This design comes from an exercise in tuning for small area, a short achievable clock period and few clock cycles per item on the open sky130 flow, not from production work.
In this exercise RTL edits were held to simulation tests only and were not proved equivalent to the original.
Power figures rest on the tool's default switching activity, not on a simulated workload.

Design pi_current_loop_pwm, start of the top module:
module pi_current_loop_pwm (
    input  logic                              i_clk,
    input  logic                              i_rst_n,
    input  logic                              i_in_valid,
    output logic                              i_in_ready,
    input  logic [picl_pkg::CUR_W-1:0]        i_in_raw_current,
    input  logic [picl_pkg::CUR_W-1:0]        i_in_current_target,
    input  logic [picl_pkg::PWM_W-1:0]        i_in_throttle_level,
    input  logic [picl_pkg::CUR_W-1:0]        i_in_current_ceiling,
    input  logic                              i_in_other_fault,
    output logic                              o_out_valid,
    input  logic                              o_out_ready,
    output logic [picl_pkg::PWM_W-1:0]        o_out_duty_width,
    output logic [picl_pkg::SR_W-1:0]         o_out_sr_width,
    output logic                              o_out_vref_flag,
    output logic [picl_pkg::FB_W-1:0]         o_out_norm_current,
    output logic [picl_pkg::CUR_W-1:0]        o_out_peak_current,
    output logic [picl_pkg::AVG_W-1:0]        o_out_pwm_average,
    output logic                              o_out_fault_off,
    input  logic                              psel,
    input  logic                              penable,
    input  logic                              pwrite,
    input  logic [picl_pkg::CFG_ADDR_W-1:0]   paddr,
    input  logic [picl_pkg::CFG_DATA_W-1:0]   pwdata,
    output logic [picl_pkg::CFG_DATA_W-1:0]   prdata,
    output logic                              pready
);
For scale: about 180 I/O pins, ~37000 um2 of cells after synthesis.
==> flow/config.mk <==
export PLATFORM = sky130hd
export DESIGN_NAME = pi_current_loop_pwm
export DESIGN_NICKNAME = pi_current_loop_pwm
export VERILOG_FILES = /design/flow/design.v
export SDC_FILE = /design/flow/constraint.sdc
export NUM_CORES = 4
export LEC_CHECK = 0
export CAP_MARGIN = 20
export CORE_MARGIN = 2
export CORE_UTILIZATION = 65
export CTS_CLUSTER_DIAMETER = 70
export CTS_CLUSTER_SIZE = 30
export SLEW_MARGIN = 20
==> flow/constraint.sdc <==
create_clock -name core_clock -period 19.0 [get_ports {i_clk}]
set_input_delay 3.8000 -clock core_clock [delete_from_list [all_inputs] [get_ports {i_clk}]]
set_output_delay 3.8000 -clock core_clock [all_outputs]
set_load 0.01 [all_outputs]
standard.sh (not shown) runs the stock make flow with config.mk's settings and CLKGATE_MAP_FILE= SYNTH_SCRIPT=/design/flow/synth_recipe.tcl, a recipe that flattens the netlist after the stock synthesis.
==> flow/flow/run.sh <==
#!/bin/bash
# Standard ORFS layout, with the repair steps asked to leave extra setup
# slack (the clock constraint itself is the design's, unchanged).
set -euo pipefail
export SETUP_SLACK_MARGIN=${PICL_SETUP_MARGIN:-14}
bash standard.sh > standard.log 2>&1
Testbench counts at the start, summed over its fixed seeds: cycles 15,840, items 15,360.
Change:
--- a/flow/config.mk
+++ b/flow/config.mk
@@ -11,2 +11,2 @@
-export CTS_CLUSTER_DIAMETER = 70
-export CTS_CLUSTER_SIZE = 30
+export CTS_CLUSTER_DIAMETER = 160
+export CTS_CLUSTER_SIZE = 20
Cell area fell slightly.
Worst setup slack gains 0.054 ns.
Routed wire length barely changes.
Clock power drops by about a fifth.
Synthesized area is unchanged.
Non-clock buffer count is higher by 2.
Core utilization fell by 0.80 points.
First-iteration DRC count went up by a few percent.
Clock skew fell by 0.0081 ns.
Cell count is about the same.
Change:
--- a/flow/config.mk
+++ b/flow/config.mk
@@ -10,3 +10 @@
-export CORE_UTILIZATION = 65
-export CTS_CLUSTER_DIAMETER = 160
-export CTS_CLUSTER_SIZE = 20
+export CORE_UTILIZATION = 72
What happened: Worst setup slack degrades by 0.015 ns; combinational power climbs slightly; core utilization climbs by 10 points; sequential power hardly moves.

========
== run A ==
Starting RTL as in the previous note.
export LEC_CHECK = 0
export CAP_MARGIN = 20
export CORE_MARGIN = 2
export CORE_UTILIZATION = 55
export SLEW_MARGIN = 20
create_clock -name core_clock -period 19.0 [get_ports {i_clk}]
Scripts as last shown in full above: flow/flow/run.sh
Testbench counts of run A, summed over its fixed seeds: cycles 15,840, items 15,360.
The inputs of run B differ from those of run A as listed below.
# run A
export LEC_CHECK = 0
export CAP_MARGIN = 20
export CORE_MARGIN = 2
export CORE_UTILIZATION = 55
export SLEW_MARGIN = 20
create_clock -name core_clock -period 19.0 [get_ports {i_clk}]
# run B
export LEC_CHECK = 0
export CAP_MARGIN = 20
export CORE_MARGIN = 2
export CORE_UTILIZATION = 65
export CTS_CLUSTER_DIAMETER = 120
export CTS_CLUSTER_SIZE = 24
export SLEW_MARGIN = 20
create_clock -name core_clock -period 19.0 [get_ports {i_clk}]
==> comparison <==
Run B packs its core more tightly than run A.
Every stage of the flow completed for run B, and the final layout passed the timing, design-rule and antenna checks.
Largest vdd supply drop on run B is behind run A.
Run B ended up with met4 as its topmost layer with routed signal wires; run A ended up with met5.
Run B vs. run A: area occupied by multi-input gates neither gained nor lost much; via count held steady; worst setup slack went up 0.037 ns.
--- input diff run B..run C ---
# run B
export LEC_CHECK = 0
export CAP_MARGIN = 20
export CORE_MARGIN = 2
export CORE_UTILIZATION = 65
export CTS_CLUSTER_DIAMETER = 120
export CTS_CLUSTER_SIZE = 24
export SLEW_MARGIN = 20
create_clock -name core_clock -period 19.0 [get_ports {i_clk}]
# run C
export LEC_CHECK = 0
export CAP_MARGIN = 20
export CORE_MARGIN = 2
export CORE_UTILIZATION = 60
export SLEW_MARGIN = 20
create_clock -name core_clock -period 19.0 [get_ports {i_clk}]
diff --git a/flow/flow/run.sh b/flow/flow/run.sh
--- a/flow/flow/run.sh
+++ b/flow/flow/run.sh
@@ -5 +5 @@
-export SETUP_SLACK_MARGIN=${PICL_SETUP_MARGIN:-14}
+export SETUP_SLACK_MARGIN=${PICL_SETUP_MARGIN:-14.3}
[summary]
Every stage of the flow completed for run C, and the final layout passed the timing, design-rule and antenna checks. From run B to run C the numbers moved as follows: power consumption rose about 16%, via count went up, multi-input gate count did not really move. Compared with run B, layout buffer count excluding clock buffers in run C increased by more than a quarter. Taking run B as the reference point, the maximum frequency of run C falls by 0.42%.
> inputs changed (run C -> run D)
# run C
export LEC_CHECK = 0
export CAP_MARGIN = 20
export CORE_MARGIN = 2
export CORE_UTILIZATION = 60
export SLEW_MARGIN = 20
create_clock -name core_clock -period 19.0 [get_ports {i_clk}]
# run D
export LEC_CHECK = 0
export CAP_MARGIN = 20
export CORE_MARGIN = 2
export CORE_UTILIZATION = 65
export CTS_CLUSTER_DIAMETER = 90
export CTS_CLUSTER_SIZE = 26
export SLEW_MARGIN = 20
create_clock -name core_clock -period 19.0 [get_ports {i_clk}]
diff --git a/flow/flow/run.sh b/flow/flow/run.sh
--- a/flow/flow/run.sh
+++ b/flow/flow/run.sh
@@ -5 +5 @@
-export SETUP_SLACK_MARGIN=${PICL_SETUP_MARGIN:-14.3}
+export SETUP_SLACK_MARGIN=${PICL_SETUP_MARGIN:-14}
[summary]
- Run D completed; timing, DRC and antenna clean
- Looking at count of inserted tapcells, run D sits below run C.
- Run D: area of placed instances 130 um2 below run C
- When run D is set beside run C, its routed wire length per instance turns out to be 1.9% smaller.
- Smallest setup slack after layout | run D above run C
- In the flow results for run C and run D, the design area is larger on run C.
- As far as number of buffer cells added on primary ports goes, run C and run D are indistinguishable; the numbers are identical.
- Taking run C as the reference point, the post-CTS setup repair buffer count of run D falls by about 70%.
What run E does differently from run D at the input level:
# run D
export LEC_CHECK = 0
export CAP_MARGIN = 20
export CORE_MARGIN = 2
export CORE_UTILIZATION = 65
export CTS_CLUSTER_DIAMETER = 90
export CTS_CLUSTER_SIZE = 26
export SLEW_MARGIN = 20
create_clock -name core_clock -period 19.0 [get_ports {i_clk}]
# run E
export LEC_CHECK = 0
export CAP_MARGIN = 20
export CORE_MARGIN = 2
export CORE_UTILIZATION = 55
export SLEW_MARGIN = 20
create_clock -name core_clock -period 19.0 [get_ports {i_clk}]
diff --git a/flow/flow/run.sh b/flow/flow/run.sh
--- a/flow/flow/run.sh
+++ b/flow/flow/run.sh
@@ -5 +5 @@
-export SETUP_SLACK_MARGIN=${PICL_SETUP_MARGIN:-14}
+export SETUP_SLACK_MARGIN=${PICL_SETUP_MARGIN:-13.7}
Notes after the runs:
Against run D as the reference, run E delivers a higher global-route wire length before repair. Max part of the power in combinational logic across run E and run D: run D. When run E is set beside run D, its number of tap instances turns out to be 108 larger. The lower clock share of power came out of run D. Run E: switching power share of the total 2.4 points below run D. met4 as the top layer reached by signal wires was reported by run D, and met5 by run E. Run E — post-route clock period utilization 1.2 points higher, run D as reference.
What run F does differently from run E at the input level:
# run E
export LEC_CHECK = 0
export CAP_MARGIN = 20
export CORE_MARGIN = 2
export CORE_UTILIZATION = 55
export SLEW_MARGIN = 20
create_clock -name core_clock -period 19.0 [get_ports {i_clk}]
# run F
export LEC_CHECK = 0
export CAP_MARGIN = 20
export CORE_MARGIN = 2
export CORE_UTILIZATION = 65
export SLEW_MARGIN = 20
create_clock -name core_clock -period 19.0 [get_ports {i_clk}]
diff --git a/flow/flow/run.sh b/flow/flow/run.sh
--- a/flow/flow/run.sh
+++ b/flow/flow/run.sh
@@ -5 +5 @@
-export SETUP_SLACK_MARGIN=${PICL_SETUP_MARGIN:-13.7}
+export SETUP_SLACK_MARGIN=${PICL_SETUP_MARGIN:-14}
==> comparison <==
Run F reached the final stage; the timing, design-rule and antenna checks on its layout passed.
On run F: final weighted congestion in routability-driven placement is about 0.6% lower than what run E gave.
Run F vs run E — detail-routed via count per cell climbed by a few percent
Lower worst clock skew on the final layout was reported by run E, not run F.
Comparing run E with run F, the tightest hold margin came out essentially unchanged.
Lower number of antenna violations at the first check in global routing among run F and run E: run F
Number of buffers created by CTS (higher): run E
Summary: setup slack, run F better than run E

-- static timing again, ports no longer ideal --
The results above use ideal ports. As a check the final layouts listed here were re-extracted and re-timed, cells and wires unchanged. Step 1 (the two cells are an assumption about what drives the block):
set clk [get_ports {i_clk}]
set_driving_cell -lib_cell sky130_fd_sc_hd__clkbuf_16 $clk
set_driving_cell -lib_cell sky130_fd_sc_hd__buf_2 [delete_from_list [all_inputs] $clk]
Step 2, shift: input delay + t, output delay - t, t = (earliest + latest rising clock arrival at the registers) / 2. This alone moves slack from input paths to output paths. a / b / c = ideal / step 1 / step 2; a / b = the first two.
run	t, ns	slack for setup (ns)	worst data-port slew with drivers (ns)
the first run of note 1	0.708	13.913 / 13.846 / 13.363	0.08
the second run of note 1	0.683	13.967 / 13.902 / 13.345	0.09
the third run of note 1	0.694	13.951 / 13.888 / 13.356	0.07
run A	0.704	13.944 / 13.873 / 13.350	0.10
run B	0.667	13.981 / 13.914 / 13.402	0.08
run C	0.686	13.959 / 13.893 / 13.646	0.08
run D	0.674	13.968 / 13.902 / 13.369	0.08
run E	0.682	13.745 / 13.679 / 13.124	0.08
run F	0.688	13.950 / 13.882 / 13.315	0.09
After both steps setup and hold are still met in every run listed. For run F, which loses most, drivers alone change the setup slack by -0.068 ns; drivers and shift together by -0.635 ns.
